What follows belongs to an exercise in optimizing a design on an open flow for small area; a production flow would make more cautious choices.
At most, simulation tests tie the RTL to the original design; equivalence was not proved.
Only the layout flow was run in runs 2 and 6; the RTL was not checked for function there.
Power is estimated from default activity; no workload was simulated.

==> design.v <==
package rio_pkg;
    typedef logic [31:0] reg_word_t;
    typedef logic [7:0]  reg_addr_t;
    localparam reg_addr_t ADDR_CTRL   = 8'h00;
    localparam reg_addr_t ADDR_VEL0   = 8'h04;
    localparam reg_addr_t ADDR_VEL1   = 8'h08;
    localparam reg_addr_t ADDR_VEL2   = 8'h0C;
    localparam reg_addr_t ADDR_COMMIT = 8'h10;
    localparam int CTRL_OUT_BIT = 3;
    localparam reg_addr_t ADDR_MAGIC  = 8'h00;
    localparam reg_addr_t ADDR_TSTAMP = 8'h04;
    localparam reg_addr_t ADDR_POS0   = 8'h08;
    localparam reg_addr_t ADDR_POS1   = 8'h0C;
    localparam reg_addr_t ADDR_POS2   = 8'h10;
    localparam reg_addr_t ADDR_STATUS = 8'h14;
    localparam int STATUS_TIMEOUT_BIT = 4;
    localparam reg_word_t MAGIC_WORD = 32'h6461_7461;
    localparam logic [1:0] AXI_RESP_OKAY   = 2'b00;
    localparam logic [1:0] AXI_RESP_SLVERR = 2'b10;
endpackage
package motion_pkg;
    localparam int NUM_AXES = 3;
    typedef logic signed [31:0] velocity_t;
    typedef logic [25:0] vcode_t;
    localparam int VC_NEG = 25;
    localparam int VC_BIG = 24;
    typedef logic signed [31:0] position_t;
    typedef enum logic [1:0] {
        IDLE      = 2'b00,
        DIR_SETUP = 2'b01,
        PULSE     = 2'b10,
        SPACE     = 2'b11
    } dir_state_e;
endpackage
`timescale 1ns/1ps
module host_regs (
    input  logic                sysclk,
    input  logic                arst_n,
    input  rio_pkg::reg_addr_t           awaddr,
    input  logic                awvalid,
    output logic                awready,
    input  rio_pkg::reg_word_t           wdata,
    input  logic [3:0]          wstrb,
    input  logic                wvalid,
    output logic                wready,
    output logic [1:0]          bresp,
    output logic                bvalid,
    input  logic                bready,
    input  rio_pkg::reg_addr_t           araddr,
    input  logic                arvalid,
    output logic                arready,
    output rio_pkg::reg_word_t           rdata,
    output logic [1:0]          rresp,
    output logic                rvalid,
    input  logic                rready,
    input  rio_pkg::reg_word_t           tstamp,
    input  motion_pkg::position_t           pos0,
    input  motion_pkg::position_t           pos1,
    input  motion_pkg::position_t           pos2,
    input  logic [motion_pkg::NUM_AXES-1:0] inputs,
    input  logic                timeout,
    output motion_pkg::vcode_t           vel0,
    output motion_pkg::vcode_t           vel1,
    output motion_pkg::vcode_t           vel2,
    output logic [motion_pkg::NUM_AXES-1:0] axis_en,
    output logic [motion_pkg::NUM_AXES-1:0] vel_ok,
    output logic                out_bit,
    output logic                commit
);
    logic                  wr_fire;
    logic                  rd_fire;
    logic                  wr_mapped;
    logic                  rd_mapped;
    logic                  commit_fire;
    rio_pkg::reg_word_t             rd_word;
    rio_pkg::reg_word_t             rd_next;
    motion_pkg::vcode_t             wcode;
    logic [rio_pkg::CTRL_OUT_BIT:0] ctrl_shadow;
    motion_pkg::vcode_t             vel0_shadow;
    motion_pkg::vcode_t             vel1_shadow;
    motion_pkg::vcode_t             vel2_shadow;
    logic                  bresp_err;
    logic [motion_pkg::NUM_AXES-1:0] vel_written;
    logic [24:0]           neg_c;
    logic                  rresp_err;
    assign wr_fire = awvalid & wvalid & ~bvalid;
    assign awready = wr_fire;
    assign wready  = wr_fire;
    assign rd_fire = arvalid & ~rvalid;
    assign arready = rd_fire;
    assign commit_fire = wr_fire & (awaddr == rio_pkg::ADDR_COMMIT);
    always_comb begin
        case (awaddr)
            rio_pkg::ADDR_CTRL, rio_pkg::ADDR_VEL0, rio_pkg::ADDR_VEL1, rio_pkg::ADDR_VEL2, rio_pkg::ADDR_COMMIT: wr_mapped = 1'b1;
            default: wr_mapped = 1'b0;
        endcase
    end
    always_comb begin
        neg_c[0] = 1'b0;
        for (int i = 0; i < 24; i++) begin
            wcode[i]   = ~(wdata[i] ^ (wdata[31] & neg_c[i]));
            neg_c[i+1] = neg_c[i] | wdata[i];
        end
        wcode[motion_pkg::VC_NEG] = wdata[31];
        wcode[motion_pkg::VC_BIG] = wdata[31] ? (~&wdata[31:24] | ~neg_c[24]) : |wdata[31:24];
    end
    always_comb begin
        rd_mapped = 1'b1;
        case (araddr)
            rio_pkg::ADDR_MAGIC:  rd_word = rio_pkg::MAGIC_WORD;
            rio_pkg::ADDR_TSTAMP: rd_word = tstamp;
            rio_pkg::ADDR_POS0:   rd_word = rio_pkg::reg_word_t'(pos0);
            rio_pkg::ADDR_POS1:   rd_word = rio_pkg::reg_word_t'(pos1);
            rio_pkg::ADDR_POS2:   rd_word = rio_pkg::reg_word_t'(pos2);
            rio_pkg::ADDR_STATUS: begin
                rd_word = '0;
                rd_word[motion_pkg::NUM_AXES-1:0] = inputs;
                rd_word[rio_pkg::STATUS_TIMEOUT_BIT] = timeout;
            end
            default: begin
                rd_word   = '0;
                rd_mapped = 1'b0;
            end
        endcase
    end
    always_ff @(posedge sysclk or negedge arst_n) begin
        if (!arst_n) begin
            bvalid      <= 1'b0;
            rvalid      <= 1'b0;
            commit      <= 1'b0;
            ctrl_shadow <= '0;
            vel_written <= '0;
            vel_ok      <= '0;
            axis_en     <= '0;
            out_bit     <= 1'b0;
        end else begin
            commit <= commit_fire;
            if (wr_fire) begin
                bvalid <= 1'b1;
            end else if (bready) begin
                bvalid <= 1'b0;
            end
            if (rd_fire) begin
                rvalid <= 1'b1;
            end else if (rready) begin
                rvalid <= 1'b0;
            end
            if (wr_fire) begin
                case (awaddr)
                    rio_pkg::ADDR_CTRL: ctrl_shadow <= wdata[rio_pkg::CTRL_OUT_BIT:0];
                    rio_pkg::ADDR_VEL0: vel_written[0] <= 1'b1;
                    rio_pkg::ADDR_VEL1: vel_written[1] <= 1'b1;
                    rio_pkg::ADDR_VEL2: vel_written[2] <= 1'b1;
                    default: ;
                endcase
            end
            if (commit_fire) begin
                vel_ok  <= vel_written;
                axis_en <= ctrl_shadow[motion_pkg::NUM_AXES-1:0];
                out_bit <= ctrl_shadow[rio_pkg::CTRL_OUT_BIT];
            end
        end
    end
    always_ff @(posedge sysclk) begin
        if (wr_fire) begin
            case (awaddr)
                rio_pkg::ADDR_VEL0: vel0_shadow <= wcode;
                rio_pkg::ADDR_VEL1: vel1_shadow <= wcode;
                rio_pkg::ADDR_VEL2: vel2_shadow <= wcode;
                default: ;
            endcase
        end
        if (commit_fire) begin
            vel0 <= vel0_shadow;
            vel1 <= vel1_shadow;
            vel2 <= vel2_shadow;
        end
    end
    always_ff @(posedge sysclk) begin
        if (!bvalid) begin
            bresp_err <= ~wr_mapped;
        end
        if (!rvalid) begin
            rresp_err <= ~rd_mapped;
        end
        rdata <= rd_next;
    end
    assign rd_next = ({32{rvalid}} & rdata) | ({32{~rvalid}} & rd_word);
    assign bresp = {bresp_err, 1'b0};
    assign rresp = {rresp_err, 1'b0};
endmodule
`timescale 1ns/1ps
module link_watchdog #(
    parameter int TIMEOUT = 2700000
) (
    input  logic      sysclk,
    input  logic      arst_n,
    input  logic      commit,
    output logic      timeout,
    output rio_pkg::reg_word_t tstamp
);
    if (TIMEOUT == 2700000) begin : g_lfsr
        localparam logic [21:0] LFSR_LAST = 22'h1a780c;
        logic [21:0] lfsr;
        always_ff @(posedge sysclk or negedge arst_n) begin
            if (!arst_n) begin
                lfsr    <= '0;
                timeout <= 1'b0;
            end else if (commit) begin
                lfsr    <= '0;
                timeout <= 1'b0;
            end else begin
                lfsr    <= {lfsr[20:0], ~(lfsr[21] ^ lfsr[20])};
                if (lfsr == LFSR_LAST) begin
                    timeout <= 1'b1;
                end
            end
        end
    end else begin : g_count
        localparam int CNT_BITS = $clog2(TIMEOUT + 1);
        logic [CNT_BITS-1:0] idle_cnt;
        always_ff @(posedge sysclk or negedge arst_n) begin
            if (!arst_n) begin
                idle_cnt <= '0;
            end else if (commit) begin
                idle_cnt <= '0;
            end else if (!timeout) begin
                idle_cnt <= idle_cnt + 1'b1;
            end
        end
        assign timeout = (idle_cnt == CNT_BITS'(TIMEOUT));
    end
    logic [31:0] ts_t;
    always_comb begin
        ts_t[0] = 1'b1;
        for (int i = 1; i < 32; i++) begin
            ts_t[i] = ts_t[i-1] & tstamp[i-1];
        end
    end
    always_ff @(posedge sysclk or negedge arst_n) begin
        if (!arst_n) begin
            tstamp <= '0;
        end else begin
            tstamp <= tstamp ^ ts_t;
        end
    end
endmodule
`timescale 1ns/1ps
module stepgen #(
    parameter int PULSE_LEN = 108,
    parameter int DIR_DELAY = 18,
    parameter int ACC_BITS  = 24
) (
    input  logic      sysclk,
    input  logic      arst_n,
    input  motion_pkg::vcode_t velocity,
    input  logic      enable,
    input  logic      vel_ok,
    output logic      step,
    output logic      dir,
    output logic      en,
    output motion_pkg::position_t position
);
    localparam int TMR_MAX  = (PULSE_LEN > DIR_DELAY) ? PULSE_LEN : DIR_DELAY;
    localparam int TMR_BITS = $clog2(TMR_MAX + 1);
    localparam bit USE_LFSR = (PULSE_LEN == 108) && (DIR_DELAY == 18);
    localparam logic [TMR_BITS-1:0] TMR_PULSE = USE_LFSR ? TMR_BITS'(7'h3d) : TMR_BITS'(PULSE_LEN - 1);
    localparam logic [TMR_BITS-1:0] TMR_DIR   = USE_LFSR ? TMR_BITS'(7'h23) : TMR_BITS'(DIR_DELAY - 1);
    localparam int NB = 3;
    localparam int BW = ACC_BITS / NB;
    motion_pkg::dir_state_e          state;
    motion_pkg::dir_state_e          state_n;
    logic [TMR_BITS-1:0] timer;
    logic [TMR_BITS-1:0] timer_n;
    logic [TMR_BITS-1:0] tmr_step;
    logic                tmr_done;
    logic [ACC_BITS-1:0] acc;
    logic [ACC_BITS-1:0] acc_n;
    logic [NB-1:1]       lag;
    logic [NB-1:0]       blk_c;
    logic [NB:0]         q1;
    logic [NB:0]         q2;
    logic [ACC_BITS-1:0] mag;
    logic                ovf;
    logic                vel_neg;
    logic                step_req;
    logic                pending;
    logic                pending_n;
    logic                dir_n;
    logic                launch;
    logic                start_pulse;
    logic                gate;
    logic [31:0]         pos_t;
    motion_pkg::position_t pos_n;
    assign gate     = enable & vel_ok;
    assign vel_neg  = velocity[motion_pkg::VC_NEG];
    assign mag      = ~velocity[ACC_BITS-1:0] & {ACC_BITS{gate}};
    logic [ACC_BITS:0] cc;
    always_comb begin
        for (int j = 0; j < NB; j++) begin
            cc[BW*j] = (j == 0) ? 1'b0 : lag[j];
            for (int i = BW*j; i < BW*j+BW; i++) begin
                acc_n[i] = acc[i] ^ mag[i] ^ cc[i];
                cc[i+1]  = (acc[i] & mag[i]) | (cc[i] & (acc[i] ^ mag[i]));
            end
            blk_c[j] = cc[BW*j+BW];
        end
        cc[ACC_BITS] = blk_c[NB-1];
    end
    logic [NB-1:0] all1;
    logic [NB-1:0] all1b;
    always_comb begin
        q1[0] = 1'b0;
        q2[0] = 1'b0;
        for (int j = 0; j < NB; j++) begin
            all1[j]  = &acc_n[BW*j +: BW];
            all1b[j] = &acc_n[BW*j+1 +: BW-1];
            q1[j+1] = blk_c[j] | (all1[j] & q1[j]) | (all1b[j] & q2[j]);
            q2[j+1] = blk_c[j] & ((all1[j] & q1[j]) | (all1b[j] & q2[j]));
        end
    end
    logic kc;
    logic kc_n;
    assign kc_n = (all1[NB-1] & q1[NB-1]) | (all1b[NB-1] & q2[NB-1]);
    assign ovf  = kc ? q2[NB] : q1[NB];
    assign step_req = ovf | (gate & velocity[motion_pkg::VC_BIG]);
    logic [31:0] pos_up;
    logic [31:0] pos_dn;
    always_comb begin
        pos_up[0] = start_pulse & ~dir;
        pos_dn[0] = start_pulse & dir;
        for (int i = 1; i < 32; i++) begin
            pos_up[i] = pos_up[i-1] & position[i-1];
            pos_dn[i] = pos_dn[i-1] & ~position[i-1];
        end
        pos_t = pos_up | pos_dn;
        pos_n = position ^ pos_t;
    end
    assign step = (state == motion_pkg::PULSE);
    assign tmr_done = (timer == '0);
    assign tmr_step = USE_LFSR ? {timer[TMR_BITS-2:0], ~(timer[TMR_BITS-1] ^ timer[TMR_BITS-2])}
                               : timer - 1'b1;
    always_comb begin
        state_n     = state;
        timer_n     = tmr_step;    
        pending_n   = pending;
        dir_n       = dir;
        launch      = 1'b0;
        start_pulse = 1'b0;
        case (state)
            motion_pkg::IDLE: launch = step_req;
            motion_pkg::DIR_SETUP: begin
                pending_n = pending | step_req;
                if (!tmr_done) begin
                    timer_n = tmr_step;
                end else if (enable) begin
                    start_pulse = 1'b1;
                end else begin
                    state_n = motion_pkg::IDLE;
                end
            end
            motion_pkg::PULSE: begin
                pending_n = pending | step_req;
                if (!tmr_done) begin
                    timer_n = tmr_step;
                end else begin
                    state_n = motion_pkg::SPACE;
                    timer_n = TMR_PULSE;
                end
            end
            motion_pkg::SPACE: begin
                if (!tmr_done) begin
                    pending_n = pending | step_req;
                    timer_n   = tmr_step;
                end else begin
                    launch    = enable & (pending | step_req);
                    pending_n = pending & step_req;
                    state_n   = motion_pkg::IDLE;
                end
            end
            default: state_n = motion_pkg::IDLE;
        endcase
        if (launch) begin
            if (vel_neg != dir) begin
                dir_n   = vel_neg;
                state_n = motion_pkg::DIR_SETUP;
                timer_n = TMR_DIR;
            end else begin
                start_pulse = 1'b1;
            end
        end
        if (start_pulse) begin
            state_n = motion_pkg::PULSE;
            timer_n = TMR_PULSE;
        end
        if (!enable) begin
            pending_n = 1'b0;
        end
    end
    always_ff @(posedge sysclk or negedge arst_n) begin
        if (!arst_n) begin
            state    <= motion_pkg::IDLE;
            pending  <= 1'b0;
            dir      <= 1'b0;
            en       <= 1'b0;
            acc      <= '0;
            lag      <= '0;
            kc       <= 1'b0;
            position <= '0;
        end else begin
            state   <= state_n;
            pending <= pending_n;
            dir     <= dir_n;
            en      <= enable;
            acc     <= acc_n;
            lag     <= blk_c[NB-2:0];
            kc      <= kc_n;
            position <= pos_n;
        end
    end
    always_ff @(posedge sysclk) begin
        timer <= timer_n;
    end
endmodule
`timescale 1ns/1ps
module input_sync (
    input  logic                sysclk,
    input  logic                arst_n,
    input  logic [motion_pkg::NUM_AXES-1:0] home,
    output logic [motion_pkg::NUM_AXES-1:0] inputs
);
    logic [motion_pkg::NUM_AXES-1:0] meta;
    always_ff @(posedge sysclk or negedge arst_n) begin
        if (!arst_n) begin
            meta   <= '0;
            inputs <= '0;
        end else begin
            meta   <= ~home;
            inputs <= meta;
        end
    end
endmodule
`timescale 1ns/1ps
module rio #(
    parameter int TIMEOUT   = 2700000,
    parameter int PULSE_LEN = 108,
    parameter int DIR_DELAY = 18,
    parameter int ACC_BITS  = 24
) (
    input  logic                sysclk,
    input  logic                arst_n,
    input  rio_pkg::reg_addr_t           awaddr,
    input  logic                awvalid,
    output logic                awready,
    input  rio_pkg::reg_word_t           wdata,
    input  logic [3:0]          wstrb,
    input  logic                wvalid,
    output logic                wready,
    output logic [1:0]          bresp,
    output logic                bvalid,
    input  logic                bready,
    input  rio_pkg::reg_addr_t           araddr,
    input  logic                arvalid,
    output logic                arready,
    output rio_pkg::reg_word_t           rdata,
    output logic [1:0]          rresp,
    output logic                rvalid,
    input  logic                rready,
    output logic [motion_pkg::NUM_AXES-1:0] step,
    output logic [motion_pkg::NUM_AXES-1:0] dir,
    output logic [motion_pkg::NUM_AXES-1:0] en,
    input  logic [motion_pkg::NUM_AXES-1:0] home,
    output logic                out_bit,
    output logic                timeout
);
    motion_pkg::vcode_t           vel [motion_pkg::NUM_AXES];
    motion_pkg::position_t           pos [motion_pkg::NUM_AXES];
    logic [motion_pkg::NUM_AXES-1:0] axis_en;
    logic [motion_pkg::NUM_AXES-1:0] axis_gated;
    logic [motion_pkg::NUM_AXES-1:0] vel_ok;
    logic [motion_pkg::NUM_AXES-1:0] inputs;
    logic                commit;
    rio_pkg::reg_word_t           tstamp;
    assign axis_gated = axis_en & ~{motion_pkg::NUM_AXES{timeout}};
    host_regs regs (
        .sysclk  (sysclk),
        .arst_n  (arst_n),
        .awaddr  (awaddr),
        .awvalid (awvalid),
        .awready (awready),
        .wdata   (wdata),
        .wstrb   (wstrb),
        .wvalid  (wvalid),
        .wready  (wready),
        .bresp   (bresp),
        .bvalid  (bvalid),
        .bready  (bready),
        .araddr  (araddr),
        .arvalid (arvalid),
        .arready (arready),
        .rdata   (rdata),
        .rresp   (rresp),
        .rvalid  (rvalid),
        .rready  (rready),
        .tstamp  (tstamp),
        .pos0    (pos[0]),
        .pos1    (pos[1]),
        .pos2    (pos[2]),
        .inputs  (inputs),
        .timeout (timeout),
        .vel0    (vel[0]),
        .vel1    (vel[1]),
        .vel2    (vel[2]),
        .axis_en (axis_en),
        .vel_ok  (vel_ok),
        .out_bit (out_bit),
        .commit  (commit)
    );
    link_watchdog #(
        .TIMEOUT (TIMEOUT)
    ) wdog (
        .sysclk  (sysclk),
        .arst_n  (arst_n),
        .commit  (commit),
        .timeout (timeout),
        .tstamp  (tstamp)
    );
    input_sync home_sync (
        .sysclk (sysclk),
        .arst_n (arst_n),
        .home   (home),
        .inputs (inputs)
    );
    for (genvar i = 0; i < motion_pkg::NUM_AXES; i++) begin : g_axis
        stepgen #(
            .PULSE_LEN (PULSE_LEN),
            .DIR_DELAY (DIR_DELAY),
            .ACC_BITS  (ACC_BITS)
        ) gen (
            .sysclk   (sysclk),
            .arst_n   (arst_n),
            .velocity (vel[i]),
            .enable   (axis_gated[i]),
            .vel_ok   (vel_ok[i]),
            .step     (step[i]),
            .dir      (dir[i]),
            .en       (en[i]),
            .position (pos[i])
        );
    end
endmodule
==> flow/run.sh <==
#!/bin/bash
# Layout flow: the standard ORFS flow (standard.sh), with
#  - the port buffers made of the smallest buffer cell,
#  - the combinational logic re-mapped for area by OpenROAD's restructure
#    after floorplanning (flops untouched), using a copy of the library
#    without the platform's don't-use cells,
#  - clock tree synthesis without dummy loads (the same options as the
#    standard flow otherwise, from config.mk),

# Each tool's output goes to a log file of its own in this folder.
set -o pipefail
W=$(pwd)
LIB=$FLOW_HOME/platforms/sky130hd/lib/sky130_fd_sc_hd__tt_025C_1v80.lib
mkdir -p $W/rmp
python3 $W/flow/filter_lib.py $LIB $W/rmp/area.lib > filter_lib.log 2>&1
cat > $W/post_floorplan.tcl <<EOT
restructure -target area -liberty_file $W/rmp/area.lib -tielo_port sky130_fd_sc_hd__conb_1/LO -tiehi_port sky130_fd_sc_hd__conb_1/HI -work_dir $W/rmp -abc_logfile $W/rmp_abc.log
EOT
export BUFFER_PORTS_ARGS="-buffer_cell sky130_fd_sc_hd__buf_1"
export POST_FLOORPLAN_TCL=$W/post_floorplan.tcl
export CTS_ARGS="-sink_clustering_enable -repair_clock_nets -sink_clustering_size 20 -sink_clustering_max_diameter 50 -buf_list sky130_fd_sc_hd__clkbuf_8 -dont_use_dummy_load"
bash standard.sh finish > standard.log 2>&1
==> flow/filter_lib.py <==
# Copy a liberty file, leaving out the cells the platform marks don't-use
# (lpflow_* and probe*), so that restructure's ABC run cannot pick them.
import re, sys
src, dst = sys.argv[1], sys.argv[2]
text = open(src).read()
out = []
pos = 0
drop = re.compile(r'sky130_fd_sc_hd__(lpflow_|probe)')
n = 0
for m in re.finditer(r'\n\s*cell\s*\(\s*"?([A-Za-z0-9_]+)"?\s*\)\s*\{', text):
    if m.start() < pos:
        continue
    name = m.group(1)
    # find the end of this cell block by brace matching
    i = m.end(); depth = 1
    while depth:
        c = text[i]
        if c == '{': depth += 1
        elif c == '}': depth -= 1
        i += 1
    if drop.match(name):
        out.append(text[pos:m.start()])
        pos = i
        n += 1
out.append(text[pos:])
open(dst, 'w').write(''.join(out))
print("dropped", n, "cells")
==> standard.sh <==
#!/bin/bash
# synth_recipe.tcl (not shown) runs the flow's synth.tcl, then flattens the netlist and writes it again
# the make line also repeats each setting of config.mk as NAME=value (left out here)
make -C /OpenROAD-flow-scripts/flow DESIGN_CONFIG=/design/flow/config.mk WORK_HOME=/design/flow/orfs CLKGATE_MAP_FILE= SYNTH_SCRIPT=/design/flow/synth_recipe.tcl "${@:-finish}"
==> config.mk <==
export PLATFORM = sky130hd
export DESIGN_NAME = rio
export DESIGN_NICKNAME = rio
export VERILOG_FILES = /design/flow/design.v
export SDC_FILE = /design/flow/constraint.sdc
export NUM_CORES = 4
export LEC_CHECK = 0
export CAP_MARGIN = 20
export CORE_MARGIN = 2
export CORE_UTILIZATION = 60
export CTS_BUF_LIST = sky130_fd_sc_hd__clkbuf_8
export CTS_CLUSTER_DIAMETER = 50
export CTS_CLUSTER_SIZE = 20
export SLEW_MARGIN = 20
==> constraint.sdc <==
create_clock -name core_clock -period 8.0 [get_ports {sysclk}]
set_input_delay 1.6000 -clock core_clock [delete_from_list [all_inputs] [get_ports {sysclk}]]
set_output_delay 1.6000 -clock core_clock [all_outputs]
set_load 0.01 [all_outputs]
==> flow_summary.ini, run 1 <==
[critical_path]
timing.critical_path.mode_cell = nor2_1
critical_path.startpoint = wdog.timeout$_DFFE_PN0P_
cp-start-kind = register
path_class = reg2reg
r2r_cells = 36
crit_path_top_delay_cell = dfrtp_1
critPathMaxFanout = 15
cp.arrival_ps = 7680
cp.required_ps = 8480
rr_endpoint = g_axis[2].gen.position[25]$_DFF_PN0_
timing.reg2reg.setup_slack_ps = 800
cpPeakStageDelay_ps = 530
rr_startpoint = wdog.timeout$_DFFE_PN0P_
critPathCaptureType = register

[floorplanning]
io_pins = 114
fp.dieW_um = 193
rows = 69
fp.dieArea_mm2 = 0.0374
die_y_um = 193
design.core.area_mm2 = 0.0355
start_util_pct = 60.7

[clock_tree]
cts_buffer_depth = 3
hold_buffers = 0
clkSinkCount = 481
ctsHtreeMaxLevel = 2
clkSlewWorstSetupHoldPaths_ps = 100
cts_buffers = 44
clk_latency_ps = 630
cts_tree = built
cts-root-buf = clkbuf_8

[global_routing]
grt_pass1_vias = 13970
grt_antenna_before_repair = 0
grt_overflow = 0
grt_first_pass_wirelength_um = 71100
grt_start_max_net_pins = 174
grt_usage_pct = 23.6

[logic_synthesis]
ys_ff_latch = 481
avgSynthCellArea_um2 = 12.3
synth_top_area_share_pct = 31.4
synth_compound_area_share_pct = 6.95
yosys-top-cells-area = dfrtp_1 (31%), edfxtp_1 (26%), fa_1 (6.4%), xor2_1 (3.1%), inv_1 (2.7%)
synth_edf_count = 190
synth_ff_type = dfrtp_1
synth_fa_ha_area_share_pct = 8.48
async_reset_ff_share_pct = 56.1
ys_seq_area_share_pct = 59.8
yosysTopAreaCell = dfrtp_1
synthXorXnorAreaFrac_pct = 5.24
syn_area_mm2 = 0.0215
synth_cells = 1756
yosysWarnings = 7
synthSimpleGateAreaFrac_pct = 13.4
synthMuxAreaShare_pct = 1.80
synth_top_family_by_area = simple AND/OR/NAND/NOR gates
synth_cell_types = 71

[sta]
rsz0062_at_grt = false
finClkSkew_ps = 54.2
maxSlewViolCount = 0
setup_tns_ps = 0
post-route-period-util_pct = 90.0
setup_violations = 0
finalHoldViolations = 0
worstMarginPinSlew_ps = 987
slew_headroom_pct = 34.2
fmax_ghz = 0.139
finalCriticalPeriod_ps = 7200

[final_layout]
final_util_pct = 64.3
final_nets = 2242
drive_gt1_share_pct = 3.81
area_growth_pct = 5.86
fillers = 2935
diodes = 0

[placement]
place_congestion = 0.826
post-dp-hpwl_um = 30900
io_buffer_count = 107

[routing]
num_vias = 14630
drc = 0
drt_pass1_iterations = 8
drt_wl_total_um = 43400
vias_per_cell = 5.54
wl_per_cell_um = 16.5
ant_nets = 0
drt_iter0_markers = 1041

[job]
max_cap_violations = 0

[outcome]
outcome = complete, no violations

[pwr]
p_leak_nw = 9.47
vdd_drop_max_mv = 0.189
power_density_mw_per_mm2 = 176

[worst_hold_path]
worstHoldPathType = reg2reg
worst_hold_path.endpoint = home_sync.inputs[2]$_DFF_PN0_
hp-start = home_sync.meta[2]$_DFF_PN0_
min_path_cells = 0
## where the power goes
group          total (mW)  internal (mW)  switching (mW)
logic               0.160         0.0429           0.117
registers            2.61           2.60          0.0119
clock network        1.25          0.491           0.754
## synthesized netlist by cell type, types with 5 or more instances
master / number
a31oi_1: 5
o31ai_1: 14
xor2_1: 76
buf_4: 14
or2_2: 28
or4_1: 11
nand3_1: 29
o21bai_1: 6
and3_1: 12
o32ai_1: 8
nor4b_1: 6
nor2b_1: 40
xnor2_1: 53
ha_1: 34
clkbuf_1: 60
dfrtp_1: 270
o22ai_1: 9
o21a_1: 6
a22oi_1: 15
o21ai_0: 72
nor2_1: 123
dfxtp_1: 21
or3_1: 18
nor4_1: 18
a221o_1: 16
nor3_1: 28
nand2b_1: 34
edfxtp_1: 190
fa_1: 69
nand4_1: 35
mux2_2: 14
mux2i_1: 23
a22o_1: 5
nand4b_1: 5
nand2_1: 113
a21oi_1: 38
inv_1: 154
and2_1: 14
## cells by family (layout without fill, tap and decap cells)
family	count (synthesis)	count (layout)
fa+ha+maj	105	0
buf+inv	233	436
flops	481	481
mux	37	0
xor+xnor	129	166
compound gates	226	414
other cells	1	4
simple gates	544	677
## worst max-delay path: cells and delay by family, from the launching register on
kind	cells	cell delay, ps
AOI/OAI and AO/OA	13	2950
and+or+nand+nor	14	2000
buffers and inverters	7	1210
DFF	1	530
xor gates and xnor gates	2	340
## stage by stage
step / cell area [um2] / hold slack (ps) / cells / worst slack (ps) / power [mW]
after floorplan: 21500 / 331 / 1757 / 1380 / 2.71
after global placement: 22200 / 333 / 2594 / 890 / 2.82
after detailed placement: 22200 / 335 / 2594 / 513 / 2.83
after CTS: 22800 / 351 / 2638 / 461 / 4.07
after global routing: 22800 / 356 / 2639 / 5.69 / 4.18
final: 22800 / 349 / 2639 / 804 / 4.02
## cell usage in the layout (no fill, tap or decap), drive strengths merged, types with 17 or more instances in the layout
cell	netlist	routed
a21oi	38	84
edfxtp	190	190
dfxtp	21	21
dfrtp	270	270
nor2	123	348
buf	19	132
xnor2	53	102
or2	28	17
o21ai	74	160
nand2	113	129
and3	12	35
nand3	29	20
o22a	1	17
clkinv	0	259
nor4	21	18
clkbuf	60	45
o22ai	9	22
a222oi	4	18
nor3	28	32
a22oi	15	41
nor2b	40	26
or4	13	17
xor2	76	64
## final cells by class
class,instances,area (um2),share of cell area [%]
multi-input combinational,1261,7150,31.4
clock buffer,44,606,2.66
sequential,481,12900,56.5
tap,461,577,2.53
timing repair buffer,133,613,2.69
inverter,259,973,4.27
## routing by layer
layer  part of all wire (%)  track usage, %  vias to the layer above  routed length [um]
met5                      0               0                        -                   0
met2                     44            35.5                      309               19000
li1                       -               -                     7228                   -
met3                    5.2            3.70                       61                2260
met1                     49            35.8                     7032               21300
met4                    2.1            6.81                        0                 903
## registers in the layout, summed over array words and instances, names as in the netlist, 6 cells and up, named ones only
signal	count
regs.vel0_shadow	26
regs.vel2	26
g_axis.gen.position	96
regs.vel1_shadow	26
g_axis.gen.state	6
g_axis.gen.acc	72
regs.vel0	26
regs.vel2_shadow	26
wdog.g_lfsr.lfsr	22
wdog.tstamp	32
regs.vel1	26
g_axis.gen.timer	21
g_axis.gen.lag	6
## worst max-delay path by stage
stage,end,slack (ps),depth (start not counted)
floorplan,regs.axis_en[0]$_DFFE_PN0P_,1380,5
global placement,g_axis[0].gen.position[31]$_DFF_PN0_,890,33
detailed placement,g_axis[0].gen.position[31]$_DFF_PN0_,510,33
CTS,g_axis[0].gen.position[31]$_DFF_PN0_,460,33
global route,g_axis[0].gen.position[31]$_DFF_PN0_,6,33
finish,g_axis[2].gen.position[25]$_DFF_PN0_,800,36
## repair_timing
| item | in CTS | in global routing |
|---|---|---|
| endpoints found under the setup margin | 0 | 16 |
| gates resized for setup | 0 | 10 |
| buffers inserted | 0 | 0 |
==> inputs of run 2 (changes only) <==
--- a/design.v
+++ b/design.v
@@ -186,5 +186,23 @@
         rdata <= rd_next;
     end
-    assign rd_next = ({32{rvalid}} & rdata) | ({32{~rvalid}} & rd_word);
+    logic [5:0] rd_sel;
+    assign rd_sel[0] = ~rvalid & (araddr == rio_pkg::ADDR_MAGIC);
+    assign rd_sel[1] = ~rvalid & (araddr == rio_pkg::ADDR_TSTAMP);
+    assign rd_sel[2] = ~rvalid & (araddr == rio_pkg::ADDR_POS0);
+    assign rd_sel[3] = ~rvalid & (araddr == rio_pkg::ADDR_POS1);
+    assign rd_sel[4] = ~rvalid & (araddr == rio_pkg::ADDR_POS2);
+    assign rd_sel[5] = ~rvalid & (araddr == rio_pkg::ADDR_STATUS);
+    always_comb begin
+        rd_next = {32{rvalid}} & rdata;
+        rd_next = rd_next | ({32{rd_sel[0]}} & rio_pkg::MAGIC_WORD);
+        rd_next = rd_next | ({32{rd_sel[1]}} & tstamp);
+        rd_next = rd_next | ({32{rd_sel[2]}} & rio_pkg::reg_word_t'(pos0));
+        rd_next = rd_next | ({32{rd_sel[3]}} & rio_pkg::reg_word_t'(pos1));
+        rd_next = rd_next | ({32{rd_sel[4]}} & rio_pkg::reg_word_t'(pos2));
+        rd_next[motion_pkg::NUM_AXES-1:0] = rd_next[motion_pkg::NUM_AXES-1:0] |
+                                             ({motion_pkg::NUM_AXES{rd_sel[5]}} & inputs);
+        rd_next[rio_pkg::STATUS_TIMEOUT_BIT] = rd_next[rio_pkg::STATUS_TIMEOUT_BIT] |
+                                               (rd_sel[5] & timeout);
+    end
     assign bresp = {bresp_err, 1'b0};
     assign rresp = {rresp_err, 1'b0};
--- a/flow/run.sh
+++ b/flow/run.sh
@@ -19,4 +19,4 @@
 export BUFFER_PORTS_ARGS="-buffer_cell sky130_fd_sc_hd__buf_1"
 export POST_FLOORPLAN_TCL=$W/post_floorplan.tcl
-export CTS_ARGS="-sink_clustering_enable -repair_clock_nets -sink_clustering_size 20 -sink_clustering_max_diameter 50 -buf_list sky130_fd_sc_hd__clkbuf_8 -dont_use_dummy_load"
+export CTS_ARGS="-sink_clustering_enable -repair_clock_nets -sink_clustering_size 16 -sink_clustering_max_diameter 60 -buf_list sky130_fd_sc_hd__clkbuf_8 -dont_use_dummy_load"
 bash standard.sh finish > standard.log 2>&1
--- a/config.mk
+++ b/config.mk
@@ -10,5 +10,5 @@
 export CORE_UTILIZATION = 60
 export CTS_BUF_LIST = sky130_fd_sc_hd__clkbuf_8
-export CTS_CLUSTER_DIAMETER = 50
-export CTS_CLUSTER_SIZE = 20
+export CTS_CLUSTER_DIAMETER = 60
+export CTS_CLUSTER_SIZE = 16
 export SLEW_MARGIN = 20
==> flow_summary.ini, run 2 <==
[critical_path]
cp.arrival_ps = 7660
cp.required_ps = 8450
cp-start-kind = register
path_class = reg2reg
cpPeakStageDelay_ps = 500
rr_endpoint = g_axis[1].gen.position[28]$_DFF_PN0_
critPathCaptureType = register
crit_path_top_delay_cell = dfrtp_1
critPathMaxFanout = 15
r2r_cells = 36
rr_startpoint = wdog.timeout$_DFFE_PN0P_
timing.critical_path.mode_cell = nor2_1
timing.reg2reg.setup_slack_ps = 790

[floorplanning]
io_pins = 114
start_util_pct = 60.8
design.core.area_mm2 = 0.0355
fp.dieW_um = 194
fp.dieArea_mm2 = 0.0375
rows = 69
die_y_um = 194

[pwr]
pwr-share-comb_pct = 3.8
switchingPower_mw = 0.846
internal-power_mw = 3.02
power_density_mw_per_mm2 = 171
swShare_pct = 21.9
vdd_drop_max_mv = 0.120
pwr-share-seq_pct = 66.2
p_leak_nw = 9.15
pwr-share-clk_pct = 30.0

[final_layout]
biggestRegsByFlops = g_axis.gen.position x96, g_axis.gen.acc x72
final_nets = 2235
largest-register = g_axis.gen.position
drive_gt1_share_pct = 3.87
fin_area_mm2 = 0.0227
diodes = 0
area_growth_pct = 5.10
final_common_cell = nor2_1
layout.cells.non_filler = 2632
largest_reg_flops = 96
final_cell_mix = nor2_1 (295), dfrtp_1 (270), clkinv_1 (258)

[logic_synthesis]
synth_edf_count = 158
synthXorXnorAreaFrac_pct = 5.12
synthMuxAreaShare_pct = 2.13
synth_cells = 1778
synth_ff_type = dfrtp_1
ys_ff_latch = 481
yosys-top-cells-area = dfrtp_1 (31%), edfxtp_1 (22%), fa_1 (6.4%), dfxtp_1 (4.9%), xor2_1 (3.2%)
synthSimpleGateAreaFrac_pct = 14.1
yosysMostFrequentCell = dfrtp_1
synth_compound_area_share_pct = 7.89
synth_cell_types = 85
yosysWarnings = 7
avgSynthCellArea_um2 = 12.1
synth_top_area_share_pct = 31.3
async_reset_ff_share_pct = 56.1
synth_top_family_by_area = simple AND/OR/NAND/NOR gates
syn_area_mm2 = 0.0216
yosysTopAreaCell = dfrtp_1
ys_seq_area_share_pct = 58.3
synth_fa_ha_area_share_pct = 8.38
netlist_top_cells_count = dfrtp_1 (270), edfxtp_1 (158), nor2_1 (148)

[clock_tree]
cts_tree = built
clkSlewWorstSetupHoldPaths_ps = 90
ctsHtreeMaxLevel = 2
hold_buffers = 0
clk_latency_ps = 600
cts-root-buf = clkbuf_8
clkSinkCount = 481
cts_buffers = 38
cts_buffer_depth = 3

[placement]
post-dp-hpwl_um = 31700
place_congestion = 0.820
preCtsSetupSlack_ps = 452
dp_cells = 2593
io_buffer_count = 107
dpl_cell_area_mm2 = 0.0221

[sta]
fmax_ghz = 0.139
worstMarginPinSlew_ps = 867
rsz0062_at_grt = false
post-route-period-util_pct = 90.1
slew_headroom_pct = 42.2
setup_violations = 0
finalCriticalPeriod_ps = 7210
fin_hold_ws_ps = 356
maxSlewViolCount = 0
finClkSkew_ps = 60.2
setup_tns_ps = 0
fin_ws_ps = 793
finalHoldViolations = 0

[routing]
drc = 0
drt_wl_total_um = 45400
wl_per_cell_um = 17.2
ant_nets = 0
vias_per_cell = 5.66
drt_iter0_markers = 1213
drt_pass1_iterations = 6
num_vias = 14903

[outcome]
outcome = complete, no violations

[global_routing]
grt_antenna_before_repair = 0
grt_usage_pct = 24.6
grt_pass1_vias = 14672
grt_start_max_net_pins = 153
grt_overflow = 0
grt_first_pass_wirelength_um = 74200

[job]
max_cap_violations = 0

[worst_hold_path]
min_path_cells = 0
hp-start = home_sync.meta[1]$_DFF_PN0_
worstHoldPathType = reg2reg
worst_hold_path.endpoint = home_sync.inputs[1]$_DFF_PN0_
## run 2: repair_timing
action                                  CTS  global route
endpoints found under the setup margin    0            13
buffers inserted                          0             0
resized for setup                         0             8
## run 2: final cells by class
class / instances / area [um2]
repair buffers: 142 / 684
fillers: 2908 / 12800
clock buffers: 38 / 523
inverters: 259 / 973
flip-flops and latches: 481 / 12600
multi-input cells: 1251 / 7340
well taps: 461 / 577
## run 2: power by group through the flow
stage | clock network, mW | registers [mW] | logic [mW]
floorplan | 0 | 2.60 | 0.0507
global placement | 0 | 2.61 | 0.147
detailed placement | 0 | 2.61 | 0.150
CTS | 1.21 | 2.56 | 0.150
global route | 1.29 | 2.56 | 0.166
finish | 1.16 | 2.56 | 0.149
## run 2: layer usage
layer | global-route usage [%] | up-vias | part of all wire [%]
met4 | 6.81 | 0 | 2.2
met1 | 34.3 | 7214 | 46
li1 | - | 7313 | -
met3 | 3.07 | 57 | 4.8
met2 | 41.1 | 319 | 47
met5 | 0 | - | 0
## run 2: worst max path at each step
stage | start | to | slack [ps]
after floorplan | awaddr[0] | regs.axis_en[0]$_DFFE_PN0P_ | 1380
after global placement | wdog.timeout$_DFFE_PN0P_ | g_axis[1].gen.position[29]$_DFF_PN0_ | 810
after detailed placement | wdog.timeout$_DFFE_PN0P_ | g_axis[1].gen.position[29]$_DFF_PN0_ | 450
after CTS | wdog.timeout$_DFFE_PN0P_ | g_axis[1].gen.position[28]$_DFF_PN0_ | 360
after global routing | wdog.timeout$_DFFE_PN0P_ | g_axis[2].gen.position[31]$_DFF_PN0_ | 40
final | wdog.timeout$_DFFE_PN0P_ | g_axis[1].gen.position[28]$_DFF_PN0_ | 790
## run 2: through the flow
step / util (%) / total power, mW
finish: 63.9 / 3.87
global route: 63.9 / 4.02
CTS: 63.8 / 3.92
detailed placement: 62.3 / 2.76
global placement: 62.3 / 2.76
floorplan: - / 2.65
## run 2: cell families after synthesis
group	count (synthesis)
flops	481
buf+inv	218
fa+ha+maj	103
mux	42
compound gates	235
xor+xnor	126
other cells	1
simple gates	572
## run 2: critical path: cells and delay by family, from the launching register on
kind,cells,cell delay [ps]
AO/OA/AOI/OAI,14,2960
XOR/XNOR,1,210
buffers and inverters,6,1080
flip-flops,1,500
AND/OR/NAND/NOR,15,2310
==> inputs of run 3 (changes only) <==
--- a/design.v
+++ b/design.v
@@ -73,5 +73,4 @@
     logic                  rd_mapped;
     logic                  commit_fire;
-    rio_pkg::reg_word_t             rd_word;
     rio_pkg::reg_word_t             rd_next;
     motion_pkg::vcode_t             wcode;
@@ -106,20 +105,8 @@
     end
     always_comb begin
-        rd_mapped = 1'b1;
         case (araddr)
-            rio_pkg::ADDR_MAGIC:  rd_word = rio_pkg::MAGIC_WORD;
-            rio_pkg::ADDR_TSTAMP: rd_word = tstamp;
-            rio_pkg::ADDR_POS0:   rd_word = rio_pkg::reg_word_t'(pos0);
-            rio_pkg::ADDR_POS1:   rd_word = rio_pkg::reg_word_t'(pos1);
-            rio_pkg::ADDR_POS2:   rd_word = rio_pkg::reg_word_t'(pos2);
-            rio_pkg::ADDR_STATUS: begin
-                rd_word = '0;
-                rd_word[motion_pkg::NUM_AXES-1:0] = inputs;
-                rd_word[rio_pkg::STATUS_TIMEOUT_BIT] = timeout;
-            end
-            default: begin
-                rd_word   = '0;
-                rd_mapped = 1'b0;
-            end
+            rio_pkg::ADDR_MAGIC, rio_pkg::ADDR_TSTAMP, rio_pkg::ADDR_POS0, rio_pkg::ADDR_POS1,
+            rio_pkg::ADDR_POS2, rio_pkg::ADDR_STATUS: rd_mapped = 1'b1;
+            default: rd_mapped = 1'b0;
         endcase
     end
--- a/config.mk
+++ b/config.mk
@@ -6,4 +6,5 @@
 export NUM_CORES = 4
 export LEC_CHECK = 0
+export ABC_AREA = 1
 export CAP_MARGIN = 20
 export CORE_MARGIN = 2
==> flow_summary.ini, run 3 <==
[outcome]
outcome = complete, but fails checks
so_faults = setup timing

[pwr]
power_density_mw_per_mm2 = 139
vdd_drop_max_mv = 0.146
p_leak_nw = 11.9

[routing]
num_vias = 17754
drt_wl_total_um = 56500
drt_iter0_markers = 1272
vias_per_cell = 5.61
drt_pass1_iterations = 6
ant_nets = 0
drc = 0
wl_per_cell_um = 17.9

[global_routing]
grt_usage_pct = 29.1
grt_first_pass_wirelength_um = 87900
grt_start_max_net_pins = 181
grt_overflow = 0
grt_antenna_before_repair = 2
grt_pass1_vias = 17735

[final_layout]
final_common_cell = buf_4
largest-register = g_axis.gen.position
fillers = 2222
fin_area_mm2 = 0.0280
layout.cells.non_filler = 3162
multiInputGateArea_mm2 = 0.00848
largest_reg_flops = 96
area_growth_pct = 30.0
final_nets = 2765
diodes = 0
final_cell_mix = buf_4 (482), dfrtp_1 (269), clkinv_1 (258)
regArea_mm2 = 0.0126
biggestRegsByFlops = g_axis.gen.position x96, g_axis.gen.acc x72
drive_gt1_share_pct = 34.1

[placement]
preCtsSetupSlack_ps = -2250
dpl_cell_area_mm2 = 0.0233
place_congestion = 0.856
dp_cells = 2819
post-dp-hpwl_um = 31100
io_buffer_count = 107

[floorplanning]
design.core.area_mm2 = 0.0355
die_y_um = 193
fp.dieArea_mm2 = 0.0374
fp.dieW_um = 193
rows = 69
start_util_pct = 60.7
io_pins = 114

[logic_synthesis]
synth_ff_type = dfrtp_1
synth_edf_count = 158
avgSynthCellArea_um2 = 10.8
synth_cells = 1985
netlist_top_cells_count = inv_1 (387), dfrtp_1 (270), nand2_1 (219)
yosysWarnings = 7
yosys-top-cells-area = dfrtp_1 (31%), edfxtp_1 (22%), inv_1 (6.7%), fa_1 (6.4%), dfxtp_1 (4.9%)
yosysTopAreaCell = dfrtp_1
async_reset_ff_share_pct = 56.1
syn_area_mm2 = 0.0215
synth_cell_types = 49
ys_seq_area_share_pct = 58.3
synth_top_area_share_pct = 31.4
yosysMostFrequentCell = inv_1
ys_ff_latch = 481

[clock_tree]
cts_tree = built
clkSinkCount = 481
clkSlewWorstSetupHoldPaths_ps = 100
hold_buffers = 0
ctsHtreeMaxLevel = 2
cts-root-buf = clkbuf_8
cts_buffers = 39
cts_buffer_depth = 3
clk_latency_ps = 600

[critical_path]
critPathMaxFanout = 4
cp.arrival_ps = 9310
rr_startpoint = wdog.timeout$_DFFE_PN0P_
timing.reg2reg.setup_slack_ps = -860
cp.required_ps = 8450
critPathCaptureType = register
r2r_cells = 62
cpPeakStageDelay_ps = 450
cp-start-kind = register
crit_path_top_delay_cell = dfrtp_2
timing.critical_path.mode_cell = nor2_4
rr_endpoint = g_axis[0].gen.position[31]$_DFF_PN0_
path_class = reg2reg

[sta]
finalHoldViolations = 0
maxSlewViolCount = 0
finalCriticalPeriod_ps = 8860
setup_violations = 33
post-route-period-util_pct = 111
worstMarginPinSlew_ps = 1010
slew_headroom_pct = 32.5
fin_ws_ps = -858
rsz0062_at_grt = true
finClkSkew_ps = 47.8
fmax_ghz = 0.113

[job]
max_cap_violations = 0

[worst_hold_path]
min_path_cells = 0
worstHoldPathType = reg2reg
hp-start = home_sync.meta[0]$_DFF_PN0_
worst_hold_path.endpoint = home_sync.inputs[0]$_DFF_PN0_
## run 3: cell count changes after synthesis, moves of 27 or more
cell / previous run / this run
a21oi_1: 34 / 153
a221oi_1: 1 / 31
clkbuf_1: 59 / 22
inv_1: 133 / 387
mux2_2: 31 / 1
nand2_1: 118 / 219
nor2_1: 148 / 197
nor2_4: 0 / 27
nor2b_1: 34 / 0
xnor2_1: 47 / 3
xor2_1: 79 / 32
## run 3: worst max path at each step
| stage | start | end | cells past startpoint |
|---|---|---|---|
| 2_1_floorplan | wdog.timeout$_DFFE_PN0P_ | g_axis[1].gen.position[30]$_DFF_PN0_ | 44 |
| 6_report | wdog.timeout$_DFFE_PN0P_ | g_axis[0].gen.position[31]$_DFF_PN0_ | 62 |
| 4_1_cts | wdog.timeout$_DFFE_PN0P_ | g_axis[0].gen.position[31]$_DFF_PN0_ | 63 |
| 5_1_grt | regs.axis_en[0]$_DFFE_PN0P_ | g_axis[0].gen.position[31]$_DFF_PN0_ | 63 |
| 3_3_place_gp | regs.axis_en[0]$_DFFE_PN0P_ | g_axis[0].gen.position[31]$_DFF_PN0_ | 62 |
| 3_5_place_dp | regs.axis_en[0]$_DFFE_PN0P_ | g_axis[0].gen.position[31]$_DFF_PN0_ | 62 |
## run 3: final cells by class
| type | instances | area share (%) |
|---|---|---|
| sequential | 481 | 44.9 |
| tap | 461 | 2.06 |
| multi-input combinational | 1244 | 30.3 |
| clock buffer | 39 | 1.92 |
| inverter | 296 | 4.23 |
| timing repair buffer | 641 | 16.6 |
## run 3: power by group
group / internal (mW) / switching [mW] / total [mW]
Clock: 0.439 / 0.756 / 1.19
Sequential: 2.55 / 0.00732 / 2.56
Combinational: 0.0370 / 0.104 / 0.141
Total: 3.03 / 0.867 / 3.90
## run 3: kinds of logic after synthesis
family / count (synthesis) / share of synthesized area (%)
buffers and inverters: 429 / 7.72
AND/OR/NAND/NOR: 663 / 16.4
AO/OA/AOI/OAI: 272 / 7.62
flip-flops: 481 / 58.3
multiplexers: 1 / 0.0523
other: 1 / 0.0174
XOR/XNOR: 35 / 1.42
adder cells (fa/ha/maj): 103 / 8.39
## run 3: critical path: cells and delay by family (launching register included)
family	cells	cell delay, ps
compound gates	15	1600
simple gates	31	5160
flops	1	450
buf+inv	14	1140
xor+xnor	2	330
## run 3: metrics by stage
step / power (mW) / hold slack (ps) / TNS, ps / util (%)
after global routing: 4.02 / 364 / -32670 / 78.9
after detailed placement: 2.75 / 342 / -53500 / 65.6
final: 3.90 / 354 / -15590 / 78.9
after CTS: 3.91 / 360 / -22790 / 75.9
after floorplan: 2.80 / 331 / 0 / -
after global placement: 2.74 / 339 / -40350 / 65.6
## run 3: timing repair
action	in CTS	in global routing
resized for setup	288	321
setup endpoints to repair	49	57
pin swaps	145	221
buffers inserted	308	101
## run 3: metal layers
layer,share of wire (%),up-vias,global-route usage (%)
met1,42,8660,38.5
met5,0,-,0
met4,3.7,0,10.8
met2,49,621,49.3
met3,6.1,183,4.22
li1,-,8290,-
==> inputs of run 4 (changes only) <==
--- a/config.mk
+++ b/config.mk
@@ -6,5 +6,4 @@
 export NUM_CORES = 4
 export LEC_CHECK = 0
-export ABC_AREA = 1
 export CAP_MARGIN = 20
 export CORE_MARGIN = 2
==> flow_summary.ini, run 4 <==
[global_routing]
grt_usage_pct = 23.9
grt_overflow = 0
grt_antenna_before_repair = 1
grt_pass1_vias = 13765
grt_use_met3_pct = 3.71
grtUsageMet1_pct = 37.3
grt_start_max_net_pins = 173
grt_util_met2_pct = 35.2
grt.busiest_layer = met1
grt_first_pass_wirelength_um = 71600

[logic_synthesis]
yosysMostFrequentCell = dfrtp_1
synth_cells = 1774
avgSynthCellArea_um2 = 12.1
yosysTopAreaCell = dfrtp_1
yosys-top-cells-area = dfrtp_1 (31%), edfxtp_1 (22%), fa_1 (6.4%), dfxtp_1 (4.9%), xor2_1 (2.7%)
synth_edf_count = 158
ys_seq_area_share_pct = 58.4
netlist_top_cells_count = dfrtp_1 (270), edfxtp_1 (158), nor2_1 (147)
synth_ff_type = dfrtp_1
async_reset_ff_share_pct = 56.1
synth_cell_types = 75
syn_area_mm2 = 0.0215
synth_top_area_share_pct = 31.4
ys_ff_latch = 481
yosysWarnings = 7

[floorplanning]
fp.dieArea_mm2 = 0.0374
start_util_pct = 60.7
die_y_um = 193
rows = 69
fp.dieW_um = 193
design.core.area_mm2 = 0.0355
io_pins = 114

[final_layout]
final_cell_mix = clkinv_1 (274), dfrtp_1 (270), nor2_1 (266)
largest_reg_flops = 96
drive_gt1_share_pct = 3.79
final_nets = 2226
largest-register = g_axis.gen.position
diodes = 0
biggestRegsByFlops = g_axis.gen.position x96, g_axis.gen.acc x72
final_common_cell = clkinv_1
area_growth_pct = 5.26

[clock_tree]
ctsHtreeMaxLevel = 2
clkSlewWorstSetupHoldPaths_ps = 100
cts-root-buf = clkbuf_8
cts_buffers = 39
cts_tree = built
cts_buffer_depth = 3
clk_latency_ps = 610
hold_buffers = 0
clkSinkCount = 481

[critical_path]
cp-start-kind = register
timing.reg2reg.setup_slack_ps = 720
cp.arrival_ps = 7770
cp.required_ps = 8480
critical_path.startpoint = regs.axis_en[0]$_DFFE_PN0P_
critPathCaptureType = register
cpPeakStageDelay_ps = 530
rr_endpoint = g_axis[0].gen.position[31]$_DFF_PN0_
crit_path_top_delay_cell = nor4b_1
path_buf_inv = 4
crit_end = g_axis[0].gen.position[31]$_DFF_PN0_
timing.critical_path.mode_cell = nor2_1
r2r_cells = 34
path_class = reg2reg
critPathMaxFanout = 18
crit_family = simple AND/OR/NAND/NOR gates
rr_startpoint = regs.axis_en[0]$_DFFE_PN0P_
critical_path_cell_count = 34

[routing]
wl_per_cell_um = 16.9
ant_nets = 0
drt_pass1_iterations = 5
drt_wl_total_um = 44300
vias_per_cell = 5.63
drt_iter0_markers = 1064
drc = 0
num_vias = 14767

[sta]
fin_hold_ws_ps = 352
setup_tns_ps = 0
finalHoldViolations = 0
finalCriticalPeriod_ps = 7280
worstMarginPinSlew_ps = 1010
finClkSkew_ps = 35.3
setup_violations = 0
post-route-period-util_pct = 91.0
rsz0062_at_grt = false
maxSlewViolCount = 0
slew_headroom_pct = 32.9
fmax_ghz = 0.137

[outcome]
outcome = complete, no violations

[pwr]
power_density_mw_per_mm2 = 172
p_leak_nw = 9.25
vdd_drop_max_mv = 0.145

[job]
max_cap_violations = 0

[placement]
place_congestion = 0.819
io_buffer_count = 107
post-dp-hpwl_um = 30400

[worst_hold_path]
worstHoldPathType = reg2reg
hp-start = home_sync.meta[1]$_DFF_PN0_
[run 4: cell types whose count changed after synthesis, moves of 30 or more]
cell and delta:
mux2_2 +34, xor2_1 +35, a221oi_1 -30, clkbuf_1 +44
nand2_1 -124, inv_1 -255, xnor2_1 +58, nor2_1 -50
a21oi_1 -123, nor2b_1 +31
[run 4: cell type report]
cell class / instances / area (um2)
Tap cell: 461 / 577
Inverter: 277 / 1040
Multi-Input combinational cell: 1233 / 7290
Clock buffer: 39 / 537
Sequential cell: 481 / 12600
Timing Repair Buffer: 132 / 652
Fill cell: 2894 / 12800
[run 4: per-layer routing]
metal	part of all wire, %	wire (um)
met5	0.029	13
met4	1.7	752
met3	5.9	2620
met2	43	19100
met1	49	21800
[run 4: per-stage QoR]
step | total power, mW | instances | util, % | setup slack (ps) | instance area (um2)
after floorplan | 2.65 | 1775 | - | 1200 | 21500
final | 3.90 | 2623 | 63.8 | 717 | 22700
after global routing | 4.06 | 2623 | 63.8 | 21.4 | 22700
after CTS | 3.95 | 2622 | 63.7 | 277 | 22600
after global placement | 2.76 | 2583 | 62.1 | 465 | 22000
after detailed placement | 2.77 | 2583 | 62.1 | 344 | 22000
[run 4: report_power, final]
part           switching [mW]  internal (mW)  total (mW)
logic                   0.115         0.0423       0.157
registers             0.00706           2.55        2.56
clock network           0.747          0.439        1.19
total                   0.869           3.03        3.90
[run 4: cells by family (layout without fill, tap and decap cells)]
family,Yosys count,after routing,share of synthesized area [%]
simple gates,542,608,13.1
flops,481,481,58.4
compound gates,243,454,8.02
buf+inv,222,448,4.18
xor+xnor,128,167,5.21
fa+ha+maj,103,0,8.39
mux,54,0,2.71
other cells,1,4,0.0174
[run 4: timing repair]
action,in CTS,in global routing
buffers inserted,0,0
endpoints found under the setup margin,0,26
resized for setup,0,9
[run 4: worst min path at each step]
stage	to	slack (ps)	depth (start not counted)
after floorplan	home_sync.inputs[0]$_DFF_PN0_	330	0
after global routing	home_sync.inputs[0]$_DFF_PN0_	360	0
after detailed placement	home_sync.inputs[2]$_DFF_PN0_	340	0
final	home_sync.inputs[1]$_DFF_PN0_	350	0
after global placement	home_sync.inputs[2]$_DFF_PN0_	330	0
after CTS	home_sync.inputs[1]$_DFF_PN0_	350	0
==> inputs of run 5 (changes only) <==
--- a/config.mk
+++ b/config.mk
@@ -6,4 +6,5 @@
 export NUM_CORES = 4
 export LEC_CHECK = 0
+export ABC_CLOCK_PERIOD_IN_PS = 20000
 export CAP_MARGIN = 20
 export CORE_MARGIN = 2
==> flow_summary.ini, run 5 <==
[final_layout]
diodes = 0
final_cell_mix = clkinv_1 (274), dfrtp_1 (270), nor2_1 (266)
area_growth_pct = 5.26
largest-register = g_axis.gen.position
largest_reg_flops = 96
final_common_cell = clkinv_1
final_util_pct = 63.8
drive_gt1_share_pct = 3.79
biggestRegsByFlops = g_axis.gen.position x96, g_axis.gen.acc x72
final_nets = 2226

[sta]
finalCriticalPeriod_ps = 7280
setup_violations = 0
post-route-period-util_pct = 91.0
finalHoldViolations = 0
finClkSkew_ps = 35.3
slew_headroom_pct = 32.9
fmax_ghz = 0.137
maxSlewViolCount = 0
rsz0062_at_grt = false
fin_ws_ps = 717
setup_tns_ps = 0
worstMarginPinSlew_ps = 1010

[pwr]
p_leak_nw = 9.25
internal-power_mw = 3.03
pwr-share-clk_pct = 30.4
swShare_pct = 22.3
pwr-share-comb_pct = 4.0
finalPower_mw = 3.90
vdd_drop_max_mv = 0.145
pwr-share-seq_pct = 65.6
switchingPower_mw = 0.869
power_density_mw_per_mm2 = 172

[routing]
ant_nets = 0
drt_pass1_iterations = 5
num_vias = 14767
drt_iter0_markers = 1064
vias_per_cell = 5.63
drc = 0
drt_wl_total_um = 44300
wl_per_cell_um = 16.9

[critical_path]
cpPeakStageDelay_ps = 530
cp.arrival_ps = 7770
cp.required_ps = 8480
timing.critical_path.mode_cell = nor2_1
critPathCaptureType = register
critical_path.startpoint = regs.axis_en[0]$_DFFE_PN0P_
rr_startpoint = regs.axis_en[0]$_DFFE_PN0P_
path_class = reg2reg
critPathMaxFanout = 18
cp-start-kind = register
crit_path_top_delay_cell = nor4b_1

[clock_tree]
clkSinkCount = 481
clk_latency_ps = 610
cts_buffer_depth = 3
clkSlewWorstSetupHoldPaths_ps = 100
hold_buffers = 0
cts_tree = built
ctsHtreeMaxLevel = 2
cts_setup_buffers = 0
cts_resized = 0
cts_buffers = 39
cts-root-buf = clkbuf_8

[floorplanning]
io_pins = 114
rows = 69
start_util_pct = 60.7
design.core.area_mm2 = 0.0355
die_y_um = 193
fp.dieW_um = 193
fp.dieArea_mm2 = 0.0374

[logic_synthesis]
synthMuxAreaShare_pct = 2.71
synth_top_area_share_pct = 31.4
yosysTopAreaCell = dfrtp_1
synth_fa_ha_area_share_pct = 8.39
async_reset_ff_share_pct = 56.1
synth_edf_count = 158
ys_ff_latch = 481
netlist_top_cells_count = dfrtp_1 (270), edfxtp_1 (158), nor2_1 (147)
synth_cells = 1774
synth_compound_area_share_pct = 8.02
yosys-top-cells-area = dfrtp_1 (31%), edfxtp_1 (22%), fa_1 (6.4%), dfxtp_1 (4.9%), xor2_1 (2.7%)
yosysWarnings = 7
synthXorXnorAreaFrac_pct = 5.21
synthSimpleGateAreaFrac_pct = 13.1
ys_seq_area_share_pct = 58.4
synth_cell_types = 75
yosysMostFrequentCell = dfrtp_1
avgSynthCellArea_um2 = 12.1
synth_top_family_by_area = simple AND/OR/NAND/NOR gates
synth_ff_type = dfrtp_1
syn_area_mm2 = 0.0215

[global_routing]
grt_antenna_before_repair = 1
grt_start_max_net_pins = 173
grt_overflow = 0
grt_usage_pct = 23.9
grt_pass1_vias = 13765
grt_first_pass_wirelength_um = 71600

[worst_hold_path]
worstHoldPathType = reg2reg
hp-start = home_sync.meta[1]$_DFF_PN0_

[placement]
place_congestion = 0.819
post-dp-hpwl_um = 30400
preCtsSetupSlack_ps = 344
io_buffer_count = 107

[job]
max_cap_violations = 0

[outcome]
outcome = complete, no violations
-- run 5: cell counts after synthesis --
Identical to the previous run, type by type.
-- run 5: cell type report --
cell class	count	area, um2
fill	2894	12800
sequential	481	12600
multi-input combinational	1233	7290
inverter	277	1040
timing repair buffer	132	652
tap	461	577
clock buffer	39	537
-- run 5: final timing paths --
check / slack [ps] / end / depth (start not counted)
max in group asynchronous: 5680 / g_axis[2].gen.position[2]$_DFF_PN0_ / 3
max reg2reg: 720 / g_axis[0].gen.position[31]$_DFF_PN0_ / 34
min in group asynchronous: 960 / g_axis[0].gen.acc[10]$_DFF_PN0_ / 1
min: 350 / home_sync.inputs[1]$_DFF_PN0_ / 0
min reg2reg: 350 / home_sync.inputs[1]$_DFF_PN0_ / 0
max: 720 / g_axis[0].gen.position[31]$_DFF_PN0_ / 34
-- run 5: cell families (layout without fill, tap and decap cells) --
| group | count (synthesis) | in the layout |
|---|---|---|
| adder cells (fa/ha/maj) | 103 | 0 |
| multiplexers | 54 | 0 |
| AO/OA/AOI/OAI | 243 | 454 |
| XOR/XNOR | 128 | 167 |
| other | 1 | 4 |
| flip-flops | 481 | 481 |
| AND/OR/NAND/NOR | 542 | 608 |
| buffers and inverters | 222 | 448 |
-- run 5: through the flow --
step / area (um2) / cells / hold WS [ps]
finish: 22700 / 2623 / 352
global route: 22700 / 2623 / 362
floorplan: 21500 / 1775 / 331
CTS: 22600 / 2622 / 355
global placement: 22000 / 2583 / 333
detailed placement: 22000 / 2583 / 336
-- run 5: layer usage --
layer / wire, um / share of wire (%) / track usage, %
met3: 2620 / 5.9 / 3.71
met5: 13 / 0.029 / 0
met2: 19100 / 43 / 35.2
met4: 752 / 1.7 / 6.25
met1: 21800 / 49 / 37.3
-- run 5: worst max-delay path, delay by kind of cell, from the launching register on --
family          cells  cell delay [ps]
flops               1              340
compound gates     14             2590
simple gates       15             3340
xor+xnor            1              120
buf+inv             4              690
-- run 5: power by group through the flow --
| stage | Sequential [mW] | Clock, mW | Combinational [mW] |
|---|---|---|---|
| floorplan | 2.60 | 0 | 0.0506 |
| global placement | 2.61 | 0 | 0.153 |
| detailed placement | 2.61 | 0 | 0.156 |
| CTS | 2.56 | 1.24 | 0.156 |
| global route | 2.56 | 1.33 | 0.175 |
| finish | 2.56 | 1.19 | 0.157 |
==> inputs of run 6 (changes only) <==
--- a/design.v
+++ b/design.v
@@ -281,4 +281,5 @@
     logic                tmr_done;
     logic [ACC_BITS-1:0] acc;
+    logic [ACC_BITS-1:0] nacc;       
     logic [ACC_BITS-1:0] acc_n;
     logic [NB-1:1]       lag;
@@ -298,4 +299,5 @@
     logic [31:0]         pos_t;
     motion_pkg::position_t pos_n;
+    assign acc      = ~nacc;
     assign gate     = enable & vel_ok;
     assign vel_neg  = velocity[motion_pkg::VC_NEG];
@@ -409,5 +411,5 @@
             dir      <= 1'b0;
             en       <= 1'b0;
-            acc      <= '0;
+            nacc     <= '1;
             lag      <= '0;
             kc       <= 1'b0;
@@ -418,5 +420,5 @@
             dir     <= dir_n;
             en      <= enable;
-            acc     <= acc_n;
+            nacc    <= ~acc_n;
             lag     <= blk_c[NB-2:0];
             kc      <= kc_n;
--- a/config.mk
+++ b/config.mk
@@ -6,5 +6,4 @@
 export NUM_CORES = 4
 export LEC_CHECK = 0
-export ABC_CLOCK_PERIOD_IN_PS = 20000
 export CAP_MARGIN = 20
 export CORE_MARGIN = 2
==> flow_summary.ini, run 6 <==
[outcome]
outcome = complete, no violations

[critical_path]
cp.arrival_ps = 7620
timing.critical_path.mode_cell = o21ai_0
cp-start-kind = register
path_class = reg2reg
critPathMaxFanout = 11
cp.required_ps = 8460
cpPeakStageDelay_ps = 680
crit_path_top_delay_cell = nor4_1
critPathCaptureType = register

[job]
max_cap_violations = 0

[pwr]
pwr-share-comb_pct = 11.3
pwr-share-clk_pct = 26.0
vdd_drop_max_mv = 0.168
internal-power_mw = 3.31
p_leak_nw = 8.44
switchingPower_mw = 1.14
finalPower_mw = 4.46
pwr-share-seq_pct = 62.7
swShare_pct = 25.7
power_density_mw_per_mm2 = 198

[clock_tree]
clkSlewWorstSetupHoldPaths_ps = 90
clkSinkCount = 481
cts_buffers = 38
clk_latency_ps = 580
cts_setup_buffers = 0
ctsHtreeMaxLevel = 2
cts_buffer_depth = 3
cts_tree = built
cts-root-buf = clkbuf_8

[floorplanning]
fp.dieW_um = 193
die_y_um = 193
design.core.area_mm2 = 0.0355
start_util_pct = 60.7
io_pins = 114
rows = 69
fp.dieArea_mm2 = 0.0374

[global_routing]
grt_usage_pct = 23.8
grt_overflow = 0
grt_antenna_before_repair = 0
grt_pass1_vias = 14615
grt_start_max_net_pins = 145
grt_first_pass_wirelength_um = 72500

[sta]
finalHoldViolations = 0
setup_violations = 0
rsz0062_at_grt = false
finClkSkew_ps = 48.1
maxSlewViolCount = 0
setup_tns_ps = 0
fmax_ghz = 0.140
finalCriticalPeriod_ps = 7160
post-route-period-util_pct = 89.5
worstMarginPinSlew_ps = 882
slew_headroom_pct = 40.7

[logic_synthesis]
ys_seq_area_share_pct = 58.8
yosysTopAreaCell = dfrtp_1
async_reset_ff_share_pct = 56.1
synth_top_area_share_pct = 23.0
avgSynthCellArea_um2 = 12.2
yosysMostFrequentCell = dfrtp_1
yosysWarnings = 7
synth_edf_count = 158
synth_ff_type = dfrtp_1
syn_area_mm2 = 0.0215
yosys-top-cells-area = dfrtp_1 (23%), edfxtp_1 (22%), dfstp_2 (8.8%), fa_1 (6.4%), dfxtp_1 (4.9%)
netlist_top_cells_count = dfrtp_1 (198), inv_1 (164), edfxtp_1 (158)
ys_ff_latch = 481
synth_cell_types = 78
synth_cells = 1759

[worst_hold_path]
worstHoldPathType = reg2reg

[routing]
drt_pass1_iterations = 5
wl_met3_um = 1790
drt_iter0_markers = 831
wl_per_cell_um = 16.7
ant_nets = 0
num_vias = 15082
drc = 0
top_layer_used = met4
wl_met2_um = 21400
vias_per_cell = 5.70
m1WireLength_um = 20000
drt_wl_total_um = 44300

[final_layout]
diodes = 0
largest_reg_flops = 96
final_cell_mix = nor2_1 (335), clkinv_1 (245), dfrtp_1 (198)
area_growth_pct = 4.52
largest-register = g_axis.gen.position
fillers = 2932
final_common_cell = nor2_1
regArea_mm2 = 0.0127
final_nets = 2251
biggestRegsByFlops = g_axis.gen.position x96, g_axis.gen.nacc x72
drive_gt1_share_pct = 6.86
multiInputGateArea_mm2 = 0.00716

[placement]
post-dp-hpwl_um = 31600
place_congestion = 0.828
io_buffer_count = 107
[run 6: area by class of cell]
class                      instances  share of cell area (%)
sequential                       481                    56.2
multi-input combinational       1286                    31.8
inverter                         246                    4.11
timing repair buffer             136                    2.92
tap                              461                    2.56
clock buffer                      38                    2.32
[run 6: path summary, 6_finish.rpt]
check | start | end | slack [ps] | cells after the start
setup / recovery | wdog.timeout$_DFFE_PN0P_ | g_axis[2].gen.position[24]$_DFF_PN0_ | 840 | 35
hold / removal | home_sync.meta[1]$_DFF_PN0_ | home_sync.inputs[1]$_DFF_PN0_ | 360 | 0
setup reg to reg | wdog.timeout$_DFFE_PN0P_ | g_axis[2].gen.position[24]$_DFF_PN0_ | 840 | 35
hold reg to reg | home_sync.meta[1]$_DFF_PN0_ | home_sync.inputs[1]$_DFF_PN0_ | 360 | 0
max in group asynchronous | arst_n | g_axis[1].gen.position[13]$_DFF_PN0_ | 5180 | 3
min in group asynchronous | arst_n | g_axis[2].gen.lag[2]$_DFF_PN0_ | 1000 | 1
[run 6: kinds of logic after synthesis]
group                    Yosys count  share of synthesized area [%]
AO/OA/AOI/OAI                    236                           7.98
XOR/XNOR                         130                           5.29
adder cells (fa/ha/maj)          104                           8.44
buffers and inverters            247                           4.61
flip-flops                       481                           58.8
multiplexers                      54                           2.72
other                              1                         0.0174
AND/OR/NAND/NOR                  506                           12.2
[run 6: what timing repair did]
action	4_1_cts	5_1_grt
hold buffers	0	0
setup endpoints to repair	0	7
gates resized for setup	0	3
[run 6: stage by stage]
| step | setup WS (ps) | instance area, um2 | utilization (%) | cells | hold slack [ps] |
|---|---|---|---|---|---|
| floorplan | 948 | 21500 | - | 1760 | 331 |
| global placement | 614 | 21900 | 61.8 | 2609 | 334 |
| detailed placement | 512 | 21900 | 61.8 | 2609 | 339 |
| CTS | 470 | 22500 | 63.3 | 2647 | 361 |
| global route | 38.2 | 22500 | 63.4 | 2648 | 372 |
| finish | 840 | 22500 | 63.4 | 2648 | 356 |
[run 6: worst max-delay path, delay by kind of cell (launching register included)]
family,cells,cell delay (ps)
AND/OR/NAND/NOR,16,3030
AO/OA/AOI/OAI,13,2650
buffers and inverters,4,710
flip-flops,1,370
XOR/XNOR,2,270
[run 6: power groups by stage]
stage | combinational (mW) | clock (mW) | sequential, mW
floorplan | 0.0497 | 0 | 2.60
global placement | 0.484 | 0 | 2.84
detailed placement | 0.500 | 0 | 2.84
CTS | 0.504 | 1.21 | 2.79
global route | 0.570 | 1.29 | 2.81
finish | 0.506 | 1.16 | 2.79
[run 6: per-layer routing]
layer,track usage [%],up-vias
li1,-,7516
met1,32.3,7251
met2,40.0,249
met3,3.40,66
met4,7.63,0
met5,0,-

==> afterwards: timing with drivers on the ports <==
The results above use ideal ports. As a check the final layouts listed here were re-extracted and re-timed, cells and wires unchanged.
Step 1: set_driving_cell puts a clkbuf_16 on sysclk and a buf_2 on each other input, an assumption about the parent block.
Step 2 also shifts input and output timing later by t, the mid clock arrival at the registers, as if the neighbouring blocks saw the same clock.
Three values: no drivers, after step 1, after step 2; two values: the first two.
run | shift t [ns] | setup WS [ns]
run 1 | 0.651 | 0.804 / 0.804 / 0.804
run 2 | 0.622 | 0.793 / 0.793 / 0.793
run 3 | 0.632 | -0.858 / -0.858 / -0.858
run 4 | 0.641 | 0.717 / 0.717 / 0.717
run 5 | 0.641 | 0.717 / 0.717 / 0.717
run 6 | 0.611 | 0.840 / 0.840 / 0.840
